Background: an optimization exercise with open tools, aiming at small area, a short achievable clock period and few clock cycles per item. Do not read the settings as production practice. At most, simulation tests tie the RTL to the original design; equivalence was not proved.

==> flow/design.v <==
package alu_pkg;
    localparam int DATA_W = 16;
    localparam int FRAC_W = 10;
    typedef logic signed [DATA_W-1:0]   fx_t;
    typedef logic [4:0]                 cnt_t;    
    typedef enum logic [3:0] {
        OP_FXADD = 4'd0,
        OP_FXSUB = 4'd1,
        OP_FXMUL = 4'd2,
        OP_FXMAC = 4'd3,
        OP_CLZ   = 4'd5,
        OP_LRCW  = 4'd6,
        OP_LFSR  = 4'd7
    } op_e;
    typedef struct packed {
        op_e op;
        fx_t a;
        fx_t b;
    } alu_req_t;
    localparam int MUL_STEPS = 4;
endpackage
`timescale 1ns/10ps
module fx_arith (
    input  logic        i_clk,
    input  logic        i_first,   
    input  logic [1:0]  i_step,    
    input  logic        i_addsub,
    input  logic        i_sub,
    input  logic        i_mul,
    input  logic        i_mac,
    input  logic [15:0] i_a,
    input  logic [15:0] i_b,       
    input  logic [3:0]  i_b_in,    
    input  logic [15:0] i_acc,
    output logic [15:0] o_res      
);
    function automatic [15:0] sat22(input logic [21:0] v);
        if (!v[21] && (|v[20:15])) begin
            sat22 = 16'h7FFF;
        end else if (v[21] && !(&v[20:15])) begin
            sat22 = 16'h8000;
        end else begin
            sat22 = v[15:0];
        end
    endfunction
    function automatic [15:0] sat17(input logic [16:0] v);
        if (v[16] != v[15]) begin
            sat17 = {v[16], {15{v[15]}}};
        end else begin
            sat17 = v[15:0];
        end
    endfunction
    function automatic [2:0] booth_enc(input logic [2:0] w);
        booth_enc[0] = w[1] ^ w[0];
        booth_enc[1] = (w[2] & ~w[1] & ~w[0]) | (~w[2] & w[1] & w[0]);
        booth_enc[2] = w[2];
    endfunction
    function automatic [16:0] booth_pp(input logic [2:0] e, input logic [15:0] a);
        logic [16:0] m;
        m = ({17{e[0]}} & {a[15], a}) | ({17{e[1]}} & {a, 1'b0});
        booth_pp = m ^ {17{e[2]}};
    endfunction
    logic [17:0] as_sum;
    logic [16:0] as_res;
    assign as_sum = {i_a[15], i_a[15], i_a, 1'b1} + {i_b[15], i_b[15], i_b, i_sub};
    assign as_res = as_sum[17:1];
    logic [4:0]  win;
    logic [5:0]  enc_q;
    logic [15:0] h_q;       
    logic [7:0]  lo_q;      
    logic [19:0] x;
    logic [19:0] y;
    logic [19:0] hx;
    logic [19:0] cs_s;
    logic [19:0] cs_c;
    logic [20:0] step_sum;
    logic [19:0] sum;
    logic [16:0] pp0;
    logic [16:0] pp1;
    always_comb begin
        if (i_first) begin
            win = {i_b_in, 1'b0};
        end else begin
            case (i_step)
                2'd0:    win = i_b[7:3];
                2'd1:    win = i_b[11:7];
                default: win = i_b[15:11];
            endcase
        end
    end
    always_ff @(posedge i_clk) begin
        enc_q <= {booth_enc(win[4:2]), booth_enc(win[2:0])};
    end
    assign pp0  = booth_pp(enc_q[2:0], i_a);
    assign pp1  = booth_pp(enc_q[5:3], i_a);
    assign hx   = {{4{h_q[15]}}, h_q};
    assign x    = {{3{pp0[16]}}, pp0};
    assign y    = {pp1[16], pp1, enc_q[5], enc_q[5]};
    assign cs_s = hx ^ x ^ y;
    assign cs_c = (hx & x) | (hx & y) | (x & y);
    assign step_sum = {cs_s, 1'b1} + {cs_c[18:0], enc_q[5], enc_q[2]};
    assign sum      = step_sum[20:1];
    always_ff @(posedge i_clk) begin
        if (i_first) begin
            h_q <= '0;
        end else begin
            h_q <= sum[19:4];
        end
        lo_q <= {sum[3:0], lo_q[7:4]};
    end
    logic [21:0] fin_b;
    logic [22:0] fin_sum;
    logic [21:0] fin;
    assign fin_b   = {{6{i_acc[15] & i_mac}}, i_acc & {16{i_mac}}};
    assign fin_sum = {h_q, lo_q[7:2], 1'b1} + {fin_b, lo_q[1]};
    assign fin     = fin_sum[22:1];
    assign o_res = ({16{i_addsub}} & sat17(as_res))
                 | ({16{i_mul}}    & sat22(fin));
endmodule
`timescale 1ns/10ps
module bit_ops #(
    parameter int LFSR_MAX_STEPS = 8
) (
    input  logic        i_clk,
    input  logic        i_first,   
    input  logic [3:0]  i_b_in,    
    input  logic [15:0] i_a_in,    
    output logic [4:0]  o_clz_in,  
    input  logic        i_lrcw,
    input  logic        i_lfsr,    
    input  logic [15:0] i_a,
    input  logic [15:0] i_hi,      
    output logic [15:0] o_res      
);
    function automatic [4:0] clz16(input logic [15:0] v);
        logic [4:0] n;
        n = 5'd16;
        for (int i = 0; i < 16; i++) begin
            if (v[i]) begin
                n = 5'(15 - i);
            end
        end
        clz16 = n;
    endfunction
    function automatic [1:0] fa(input logic x, input logic y, input logic z);
        fa = {(x & y) | (x & z) | (y & z), x ^ y ^ z};
    endfunction
    function automatic [4:0] popcount(input logic [15:0] v);
        logic [1:0] a1, a2, a3, a4, a5, b6, b7, b8, b9, c10, c11, c12, c13, c14;
        a1  = fa(v[0], v[1], v[2]);
        a2  = fa(v[3], v[4], v[5]);
        a3  = fa(v[6], v[7], v[8]);
        a4  = fa(v[9], v[10], v[11]);
        a5  = fa(v[12], v[13], v[14]);
        b6  = fa(a1[0], a2[0], a3[0]);            
        b7  = fa(a4[0], a5[0], v[15]);            
        b8  = fa(a1[1], a2[1], a3[1]);            
        b9  = fa(a4[1], a5[1], 1'b0);             
        c10 = fa(b6[0], b7[0], 1'b0);             
        c11 = fa(b6[1], b7[1], b8[0]);            
        c12 = fa(b8[1], b9[1], c11[1]);           
        c13 = fa(b9[0], c10[1], c11[0]);          
        c14 = fa(c12[0], c13[1], 1'b0);           
        popcount = {c12[1] & c14[1], c12[1] ^ c14[1], c14[0], c13[0], c10[0]};
    endfunction
    logic [4:0] n_q;
    always_ff @(posedge i_clk) begin
        if (i_first) begin
            n_q <= {1'b0, i_b_in};
        end else begin
            n_q <= popcount(i_a);
        end
    end
    logic [7:0]  fb;
    logic [15:0] lo;
    logic [15:0] hi;
    logic [30:0] x;
    always_comb begin
        for (int j = 1; j <= 8; j++) begin
            fb[8-j] = i_hi[16-j] ^ i_hi[14-j] ^ i_hi[13-j] ^ i_hi[11-j];
        end
    end
    assign lo = i_lrcw ? ~i_hi : {fb, 8'd0};
    assign hi = i_hi ^ {16{n_q[4]}};
    always_comb begin
        x = {hi, lo[15:1]};
        if (n_q[3]) x = {x[22:0], 8'd0};
        if (n_q[2]) x = {x[26:0], 4'd0};
        if (n_q[1]) x = {x[28:0], 2'd0};
        if (n_q[0]) x = {x[29:0], 1'd0};
    end
    assign o_clz_in = clz16(i_a_in);
    assign o_res    = {16{i_lrcw | i_lfsr}} & x[30:15];
endmodule
`timescale 1ns/10ps
module alu_ctrl (
    input  logic        i_clk,
    input  logic        i_rst_n,
    input  logic        i_req,
    input  logic [3:0]  i_op,         
    input  logic        i_mul,        
    input  logic        i_lrcw,       
    input  logic [15:0] i_arith_res,  
    input  logic [15:0] i_bits_res,   
    input  logic [4:0]  i_clz_in,     
    output logic        o_first,      
    output logic [1:0]  o_step,       
    output logic        o_acc_ok,     
    output logic [15:0] o_acc,
    output logic        o_ack,
    output logic [15:0] o_result
);
    logic        busy_q;
    logic        last_q;     
    logic        ack_q;
    logic [1:0]  step_q;
    logic [15:0] result_q;   
    logic        acc_ok_q;   
    logic        one_cycle;
    logic        is_clz;
    logic        at_once;    
    logic        take_now;
    assign one_cycle = !((i_op == alu_pkg::OP_FXMUL) || (i_op == alu_pkg::OP_FXMAC)
                         || (i_op == alu_pkg::OP_LRCW));
    assign is_clz    = (i_op == alu_pkg::OP_CLZ);
    assign at_once   = !((i_op == alu_pkg::OP_FXADD) || (i_op == alu_pkg::OP_FXSUB)
                         || (i_op == alu_pkg::OP_FXMUL) || (i_op == alu_pkg::OP_FXMAC)
                         || (i_op == alu_pkg::OP_LRCW) || (i_op == alu_pkg::OP_LFSR));
    assign take_now  = !busy_q && !ack_q && i_req && at_once;
    always_ff @(posedge i_clk or negedge i_rst_n) begin
        if (!i_rst_n) begin
            busy_q <= 1'b0;
            last_q <= 1'b0;
            ack_q  <= 1'b0;
            step_q <= 2'd0;
        end else begin
            if (!busy_q) begin
                step_q <= 2'd0;
                if (!ack_q && i_req && at_once) begin
                    ack_q  <= 1'b1;
                end else if (!ack_q && i_req) begin
                    busy_q <= 1'b1;
                    last_q <= one_cycle;
                end else if (ack_q && !i_req) begin
                    ack_q  <= 1'b0;
                end
            end else if (last_q) begin
                busy_q <= 1'b0;
                last_q <= 1'b0;
                ack_q  <= 1'b1;
            end else begin
                step_q <= step_q + 2'd1;
                last_q <= i_lrcw || (step_q == 2'd3);
            end
        end
    end
    always_ff @(posedge i_clk) begin
        if (busy_q && last_q) begin
            result_q <= i_arith_res | i_bits_res;
        end else if (take_now) begin
            result_q <= {11'd0, i_clz_in & {5{is_clz}}};
        end
    end
    always_ff @(posedge i_clk or negedge i_rst_n) begin
        if (!i_rst_n) begin
            acc_ok_q <= 1'b0;
        end else if ((busy_q && last_q) || take_now) begin
            acc_ok_q <= 1'b1;
        end
    end
    assign o_first  = !busy_q;
    assign o_step   = step_q;
    assign o_acc_ok = acc_ok_q;
    assign o_acc    = result_q;
    assign o_result = result_q;
    assign o_ack    = ack_q;
endmodule
`timescale 1ns/10ps
module alu_top #(
    parameter int LFSR_MAX_STEPS = 8
) (
    input  logic     i_clk,
    input  logic     i_rst_n,
    input  logic     i_req,
    input  alu_pkg::alu_req_t i_cmd,
    output logic     o_ack,
    output alu_pkg::fx_t      o_result
);
    logic        f_add, f_sub, f_mul, f_mac, f_lrcw, f_lfsr;
    logic [15:0] a_q;
    logic [15:0] bx_q;      
    logic        first;
    logic [1:0]  step;
    logic [15:0] acc;
    logic        acc_ok;
    logic        f_macc;    
    logic [15:0] arith_res;
    logic [15:0] bits_res;
    logic [4:0]  clz_in;
    always_ff @(posedge i_clk) begin
        f_add  <= (i_cmd.op == alu_pkg::OP_FXADD);
        f_sub  <= (i_cmd.op == alu_pkg::OP_FXSUB);
        f_mul  <= (i_cmd.op == alu_pkg::OP_FXMUL);
        f_mac  <= (i_cmd.op == alu_pkg::OP_FXMAC);
        f_macc <= (i_cmd.op == alu_pkg::OP_FXMAC) && acc_ok;
        f_lrcw <= (i_cmd.op == alu_pkg::OP_LRCW);
        f_lfsr <= (i_cmd.op == alu_pkg::OP_LFSR) && !((|i_cmd.b[15:4]) || (i_cmd.b[3] && (|i_cmd.b[2:0])));
        a_q    <= i_cmd.a;
        if (i_cmd.op == alu_pkg::OP_LFSR) begin
            bx_q <= i_cmd.a;
        end else begin
            bx_q <= i_cmd.b ^ {16{i_cmd.op == alu_pkg::OP_FXSUB}};
        end
    end
    alu_ctrl u_ctrl (
        .i_clk       (i_clk),
        .i_rst_n     (i_rst_n),
        .i_req       (i_req),
        .i_op        (i_cmd.op),
        .i_mul       (f_mul | f_mac),
        .i_lrcw      (f_lrcw),
        .i_arith_res (arith_res),
        .i_bits_res  (bits_res),
        .i_clz_in    (clz_in),
        .o_first     (first),
        .o_step      (step),
        .o_acc_ok    (acc_ok),
        .o_acc       (acc),
        .o_ack       (o_ack),
        .o_result    (o_result)
    );
    fx_arith u_fx_arith (
        .i_clk   (i_clk),
        .i_first (first),
        .i_step  (step),
        .i_addsub(f_add | f_sub),
        .i_sub   (f_sub),
        .i_mul   (f_mul | f_mac),
        .i_mac   (f_macc),
        .i_a     (a_q),
        .i_b     (bx_q),
        .i_b_in  (i_cmd.b[3:0]),
        .i_acc   (acc),
        .o_res   (arith_res)
    );
    bit_ops #(
        .LFSR_MAX_STEPS (LFSR_MAX_STEPS)
    ) u_bit_ops (
        .i_clk   (i_clk),
        .i_first (first),
        .i_b_in  (i_cmd.b[3:0]),
        .i_a_in  (i_cmd.a),
        .o_clz_in(clz_in),
        .i_lrcw  (f_lrcw),
        .i_lfsr  (f_lfsr),
        .i_a     (a_q),
        .i_hi    (bx_q),
        .o_res   (bits_res)
    );
endmodule
Settings: LEC_CHECK=0, CAP_MARGIN=20, CORE_MARGIN=2, CORE_UTILIZATION=65, SLEW_MARGIN=20; clock period 9.5 ns.
standard.sh (not shown) runs the stock make flow with config.mk's settings and CLKGATE_MAP_FILE= SYNTH_SCRIPT=/design/flow/synth_recipe.tcl, a recipe that flattens the netlist after the stock synthesis.
==> flow/flow/run.sh <==
#!/bin/bash
# Standard layout, with the timing repair aiming further below the clock
# period and small port buffers.
set -euo pipefail
bash standard.sh SETUP_SLACK_MARGIN=5.8 "BUFFER_PORTS_ARGS=-buffer_cell sky130_fd_sc_hd__buf_1" finish > standard_flow.log 2>&1
Testbench counts at the start, summed over its fixed seeds: cycles 21,608, ops 4,800.
Change:
--- a/flow/design.v
+++ b/flow/design.v
@@ -24,13 +24,13 @@
     input  logic        i_clk,
     input  logic        i_first,   
     input  logic [1:0]  i_step,    
     input  logic        i_addsub,
     input  logic        i_sub,
     input  logic        i_mul,
-    input  logic        i_mac,
+    input  logic        i_mac_in,  
     input  logic [15:0] i_a,
     input  logic [15:0] i_b,       
     input  logic [3:0]  i_b_in,    
     input  logic [15:0] i_acc,
     output logic [15:0] o_res      
 );
@@ -63,23 +63,23 @@
     logic [17:0] as_sum;
     logic [16:0] as_res;
     assign as_sum = {i_a[15], i_a[15], i_a, 1'b1} + {i_b[15], i_b[15], i_b, i_sub};
     assign as_res = as_sum[17:1];
     logic [4:0]  win;
     logic [5:0]  enc_q;
-    logic [15:0] h_q;       
+    logic [26:0] h_q;       
     logic [7:0]  lo_q;      
-    logic [19:0] x;
-    logic [19:0] y;
-    logic [19:0] hx;
-    logic [19:0] cs_s;
-    logic [19:0] cs_c;
-    logic [20:0] step_sum;
-    logic [19:0] sum;
+    logic [26:0] x;
+    logic [26:0] y;
+    logic [26:0] cs_s;
+    logic [26:0] cs_c;
+    logic [27:0] step_sum;
+    logic [26:0] sum;
     logic [16:0] pp0;
     logic [16:0] pp1;
+    logic [15:0] acc_in;
     always_comb begin
         if (i_first) begin
             win = {i_b_in, 1'b0};
         end else begin
             case (i_step)
                 2'd0:    win = i_b[7:3];
@@ -90,35 +90,29 @@
     end
     always_ff @(posedge i_clk) begin
         enc_q <= {booth_enc(win[4:2]), booth_enc(win[2:0])};
     end
     assign pp0  = booth_pp(enc_q[2:0], i_a);
     assign pp1  = booth_pp(enc_q[5:3], i_a);
-    assign hx   = {{4{h_q[15]}}, h_q};
-    assign x    = {{3{pp0[16]}}, pp0};
-    assign y    = {pp1[16], pp1, enc_q[5], enc_q[5]};
-    assign cs_s = hx ^ x ^ y;
-    assign cs_c = (hx & x) | (hx & y) | (x & y);
-    assign step_sum = {cs_s, 1'b1} + {cs_c[18:0], enc_q[5], enc_q[2]};
-    assign sum      = step_sum[20:1];
+    assign x    = {{10{pp0[16]}}, pp0};
+    assign y    = {{8{pp1[16]}}, pp1, enc_q[5], enc_q[5]};
+    assign cs_s = h_q ^ x ^ y;
+    assign cs_c = (h_q & x) | (h_q & y) | (x & y);
+    assign step_sum = {cs_s, 1'b1} + {cs_c[25:0], enc_q[5], enc_q[2]};
+    assign sum      = step_sum[27:1];
+    assign acc_in = i_acc & {16{i_mac_in}};
     always_ff @(posedge i_clk) begin
         if (i_first) begin
-            h_q <= '0;
+            h_q <= {{1{acc_in[15]}}, acc_in, 1'b1, 9'd0};
         end else begin
-            h_q <= sum[19:4];
+            h_q <= {{4{sum[26]}}, sum[26:4]};
         end
         lo_q <= {sum[3:0], lo_q[7:4]};
     end
-    logic [21:0] fin_b;
-    logic [22:0] fin_sum;
-    logic [21:0] fin;
-    assign fin_b   = {{6{i_acc[15] & i_mac}}, i_acc & {16{i_mac}}};
-    assign fin_sum = {h_q, lo_q[7:2], 1'b1} + {fin_b, lo_q[1]};
-    assign fin     = fin_sum[22:1];
     assign o_res = ({16{i_addsub}} & sat17(as_res))
-                 | ({16{i_mul}}    & sat22(fin));
+                 | ({16{i_mul}}    & sat22({h_q[15:0], lo_q[7:2]}));
 endmodule
 `timescale 1ns/10ps
 module bit_ops #(
     parameter int LFSR_MAX_STEPS = 8
 ) (
     input  logic        i_clk,
@@ -290,22 +284,20 @@
     logic [15:0] a_q;
     logic [15:0] bx_q;      
     logic        first;
     logic [1:0]  step;
     logic [15:0] acc;
     logic        acc_ok;
-    logic        f_macc;    
     logic [15:0] arith_res;
     logic [15:0] bits_res;
     logic [4:0]  clz_in;
     always_ff @(posedge i_clk) begin
         f_add  <= (i_cmd.op == alu_pkg::OP_FXADD);
         f_sub  <= (i_cmd.op == alu_pkg::OP_FXSUB);
         f_mul  <= (i_cmd.op == alu_pkg::OP_FXMUL);
         f_mac  <= (i_cmd.op == alu_pkg::OP_FXMAC);
-        f_macc <= (i_cmd.op == alu_pkg::OP_FXMAC) && acc_ok;
         f_lrcw <= (i_cmd.op == alu_pkg::OP_LRCW);
         f_lfsr <= (i_cmd.op == alu_pkg::OP_LFSR) && !((|i_cmd.b[15:4]) || (i_cmd.b[3] && (|i_cmd.b[2:0])));
         a_q    <= i_cmd.a;
         if (i_cmd.op == alu_pkg::OP_LFSR) begin
             bx_q <= i_cmd.a;
         end else begin
@@ -333,13 +325,13 @@
         .i_clk   (i_clk),
         .i_first (first),
         .i_step  (step),
         .i_addsub(f_add | f_sub),
         .i_sub   (f_sub),
         .i_mul   (f_mul | f_mac),
-        .i_mac   (f_macc),
+        .i_mac_in((i_cmd.op == alu_pkg::OP_FXMAC) && acc_ok),
         .i_a     (a_q),
         .i_b     (bx_q),
         .i_b_in  (i_cmd.b[3:0]),
         .i_acc   (acc),
         .o_res   (arith_res)
     );
Worst setup slack gets worse by 170 ps.
Worst hold slack gets better by 9.5 ps.
Clock-buffer cell count rose by 1.
Cell area fell by 1.3%.
Register-to-register slack gets worse by 170 ps.
Die area fell by 6.7%.
Global-route usage rose by 1.2 points.
For the second run of this note, only the layout was checked, not whether the RTL still works.

re-timing with driven ports:
How much do the figures lean on ideal ports? The routed layouts below were timed once more, with nothing changed but the port constraints. Step 1 assumes that a clkbuf_16 drives the clock port and a buf_2 every other input. Step 2, shift: input delay + t, output delay - t, t = (earliest + latest rising clock arrival at the registers) / 2. This alone moves slack from input paths to output paths. Three values: ideal ports, drivers, drivers and shift; two values: the first two.
run | shift t [ns] | setup WS [ns] | worst slew at a driven data input, ns
the first run | 0.400 | 5.914 / 5.914 / 5.633 | 0.04
the second run | 0.406 | 5.743 / 5.743 / 5.536 | 0.03
After both steps setup and hold are still met in every run listed. For the first run, which loses most, drivers alone change the setup slack by 0.000 ns; drivers and shift together by -0.281 ns.
